Context: an optimization exercise on an open-source flow, tuned for small area, a short achievable clock period and few clock cycles per item. The choices shown serve that exercise and are no tape-out recipe. Function was checked by simulation only, so behaviour that the tests miss may differ from the original. Power and IR drop assume default switching activity.

P:
## size_latency_histogram
module size_latency_histogram (
	input  logic        clk,
	input  logic        arst_n,
	input  logic        in_valid,
	output logic        in_stall,
	input  logic [1:0]  in_req_type,
	input  logic [39:0] in_bytes_sent,
	input  logic [31:0] in_launch_sec,
	input  logic [9:0]  in_launch_msec,
	input  logic [31:0] in_now_sec,
	input  logic [9:0]  in_now_msec,
	input  logic [1:0]  in_read_size_bin,
	input  logic [1:0]  in_read_time_bin,
	output logic        out_valid,
	input  logic        out_stall,
	output logic        out_counted,
	output logic [1:0]  out_size_bin,
	output logic [1:0]  out_time_bin,
	output logic [15:0] out_count_value,
	input  logic        cfg_we,
	input  logic [2:0]  cfg_index,
	input  logic [39:0] cfg_data
);
	logic       take;
	logic       ent_valid;
	logic [5:0] ent;
	logic       pop;
	logic       head_valid;
	logic [5:0] head;
	logic [15:0] ent_oh;
	logic [15:0] head_oh;
	slh_front u_front (
		.clk           (clk),
		.arst_n        (arst_n),
		.take          (take),
		.req_type      (in_req_type),
		.bytes_sent    (in_bytes_sent),
		.launch_sec    (in_launch_sec),
		.launch_msec   (in_launch_msec),
		.now_sec       (in_now_sec),
		.now_msec      (in_now_msec),
		.read_size_bin (in_read_size_bin),
		.read_time_bin (in_read_time_bin),
		.cfg_we        (cfg_we),
		.cfg_index     (cfg_index),
		.cfg_data      (cfg_data),
		.ent_valid     (ent_valid),
		.ent           (ent),
		.ent_oh        (ent_oh)
	);
	slh_queue u_queue (
		.clk        (clk),
		.arst_n     (arst_n),
		.in_valid   (in_valid),
		.in_stall   (in_stall),
		.take       (take),
		.ent_valid  (ent_valid),
		.ent        (ent),
		.ent_oh     (ent_oh),
		.pop        (pop),
		.head_valid (head_valid),
		.head       (head),
		.head_oh    (head_oh)
	);
	slh_back u_back (
		.clk             (clk),
		.arst_n          (arst_n),
		.head_valid      (head_valid),
		.head            (head),
		.head_oh         (head_oh),
  ...
Settings: LEC_CHECK=0, CAP_MARGIN=20, CORE_MARGIN=2, CORE_UTILIZATION=55, CTS_BUF_LIST=sky130_fd_sc_hd__clkbuf_4 sky130_fd_sc_hd__clkbuf_8, CTS_CLUSTER_SIZE=24, SETUP_SLACK_MARGIN=4.6, SLEW_MARGIN=20, SYNTH_HIERARCHICAL=1, SYNTH_MINIMUM_KEEP_SIZE=0; clock period 8.0 ns.
run.sh (not shown) runs the stock make flow with config.mk's settings and CLKGATE_MAP_FILE= SYNTH_SCRIPT=/design/flow/synth_recipe.tcl, a recipe that flattens the netlist after the stock synthesis.
Testbench counts of P, summed over its fixed seeds: cycles 32,040, items 32,000.
Modified inputs, Q compared to P
diff --git a/flow/config.mk b/flow/config.mk
--- a/flow/config.mk
+++ b/flow/config.mk
@@ -12,3 +12,3 @@
 export CTS_CLUSTER_SIZE = 24
-export SETUP_SLACK_MARGIN = 4.6
+export SETUP_SLACK_MARGIN = 5
 export SLEW_MARGIN = 20
==> run summary <==
Post-layout instance area (Q over P): increase, 2.4%
For the overall power of the completed layout, Q came in about 2% higher than P did.
Going from P to Q, the final cycle utilization of the critical path was found to have gone down by 1.2 points.
Sort P and Q by wire length asc -> top: P
P → Q: total CTS buffers decreased 2; fraction of power consumed by the clock network fell by 2.2 points.

---

size_latency_histogram, a different RTL version from the one above (not shown whole).
Size in the first run: roughly 2900 cells after synthesis, ~200 I/O pins, about 38000 um2 of cells after synthesis.
==> flow/design.v (excerpt) <==
module size_latency_histogram (
	input  logic        clk,
	input  logic        arst_n,
	input  logic        in_valid,
	output logic        in_stall,
	input  logic [1:0]  in_req_type,
	input  logic [39:0] in_bytes_sent,
	input  logic [31:0] in_launch_sec,
	input  logic [9:0]  in_launch_msec,
	input  logic [31:0] in_now_sec,
	input  logic [9:0]  in_now_msec,
	input  logic [1:0]  in_read_size_bin,
	input  logic [1:0]  in_read_time_bin,
	output logic        out_valid,
	input  logic        out_stall,
	output logic        out_counted,
	output logic [1:0]  out_size_bin,
	output logic [1:0]  out_time_bin,
	output logic [15:0] out_count_value,
	input  logic        cfg_we,
	input  logic [2:0]  cfg_index,
	input  logic [39:0] cfg_data
);
	logic       take;
	logic       ent_valid;
	logic [5:0] ent;
	logic       pop;
	logic       head_valid;
	logic [5:0] head;
	logic [15:0] ent_oh;
	logic [15:0] head_oh;
	slh_front u_front (
		.clk           (clk),
		.arst_n        (arst_n),
		.take          (take),
		.req_type      (in_req_type),
		.bytes_sent    (in_bytes_sent),
		.launch_sec    (in_launch_sec),
		.launch_msec   (in_launch_msec),
		.now_sec       (in_now_sec),
		.now_msec      (in_now_msec),
		.read_size_bin (in_read_size_bin),
		.read_time_bin (in_read_time_bin),
		.cfg_we        (cfg_we),
		.cfg_index     (cfg_index),
		.cfg_data      (cfg_data),
		.ent_valid     (ent_valid),
		.ent           (ent),
		.ent_oh        (ent_oh)
	);
	slh_queue u_queue (
		.clk        (clk),
		.arst_n     (arst_n),
		.in_valid   (in_valid),
		.in_stall   (in_stall),
		.take       (take),
		.ent_valid  (ent_valid),
		.ent        (ent),
		.ent_oh     (ent_oh),
  ...
clock: 8.0 ns
lec_check: 0
cap_margin: 20
core_margin: 2
core_utilization: 60
cts_buf_list: sky130_fd_sc_hd__clkbuf_4 sky130_fd_sc_hd__clkbuf_8
cts_cluster_size: 40
setup_slack_margin: 5
slew_margin: 20
synth_hierarchical: 1
synth_minimum_keep_size: 0
The first run completed with no timing, DRC or antenna violations.
Testbench counts at the start, summed over its fixed seeds: cycles 32,048, items 32,000.
==> next run, changes <==
Settings changed: CORE_UTILIZATION 60 to 50, CTS_CLUSTER_SIZE 40 to 24.
=> The new run passed the timing, design-rule and antenna checks; first-iteration DRC count came out higher slightly; sequential cell count stays the same; final area is higher slightly; core utilization fell by 12 points; synthesized area stays the same.
==> next run, changes <==
Settings changed: CORE_UTILIZATION 50 to 55, SETUP_SLACK_MARGIN 5 to 4.85.
After rerunning:
- The changed run ran to the end with no violations
- via count fell by 0.99%
- total power goes down by 2.5%
- setup slack got worse by 190 ps
- sequential power is about the same
- maximum frequency came out lower by 6.0%
- sequential cell count is unchanged
- worst hold slack gets worse by 5.8 ps
- first-iteration DRC count came out lower by 1.7%
==> next run, changes <==
Settings changed: SETUP_SLACK_MARGIN 4.85 to 5.
First-iteration DRC count is higher by 9.3%.
Worst setup slack gains 170 ps.
Power came out higher by 1.9%.
Global-route usage hardly moves.
Critical path depth goes down by 3.
Worst hold slack gains 3.3 ps.
Clock power goes up by about 3%.
Sequential power stays flat.
Synthesized area stays the same.
Die area is unchanged.

-- what the ideal ports hide --
Ports are ideal in the flow. The routed layouts listed here were re-timed in OpenROAD. Step 1: set_driving_cell puts a clkbuf_16 on clk and a buf_2 on each other input, an assumption about the parent block. Step 2 times the ports against the registers' clock, not the clock port: input delays grow and output delays shrink by t, the midpoint of the rising clock arrivals with the driver on. Three values: no drivers, after step 1, after step 2; two values: the first two.
run | t, ns | slack for setup (ns) | worst setup path after step 2 | latest minus earliest clock arrival (ns) | worst register clock-pin slew, ns
P | 0.837 | 4.701 / 4.638 / 3.940 | input to register | 0.054 / 0.053 | 0.07 / 0.07
Q | 0.830 | 4.799 / 4.799 / 4.262 | input to register | 0.044 / 0.044 | 0.07 / 0.07
the first run of note 2 | 0.842 | 4.935 / 4.972 / 4.130 | input to register | 0.032 / 0.032 | 0.07 / 0.07
the second run of note 2 | 0.845 | 5.015 / 4.975 / 4.211 | input to register | 0.041 / 0.042 | 0.07 / 0.07
the third run of note 2 | 0.828 | 4.826 / 4.848 / 4.039 | input to register | 0.037 / 0.036 | 0.07 / 0.07
the fourth run of note 2 | 0.821 | 4.999 / 4.983 / 4.250 | input to register | 0.048 / 0.048 | 0.07 / 0.07
After both steps every run listed still meets setup and hold. The setup slack of the first run of note 2, which loses most, moves by +0.037 ns with the drivers and by -0.805 ns with both steps.
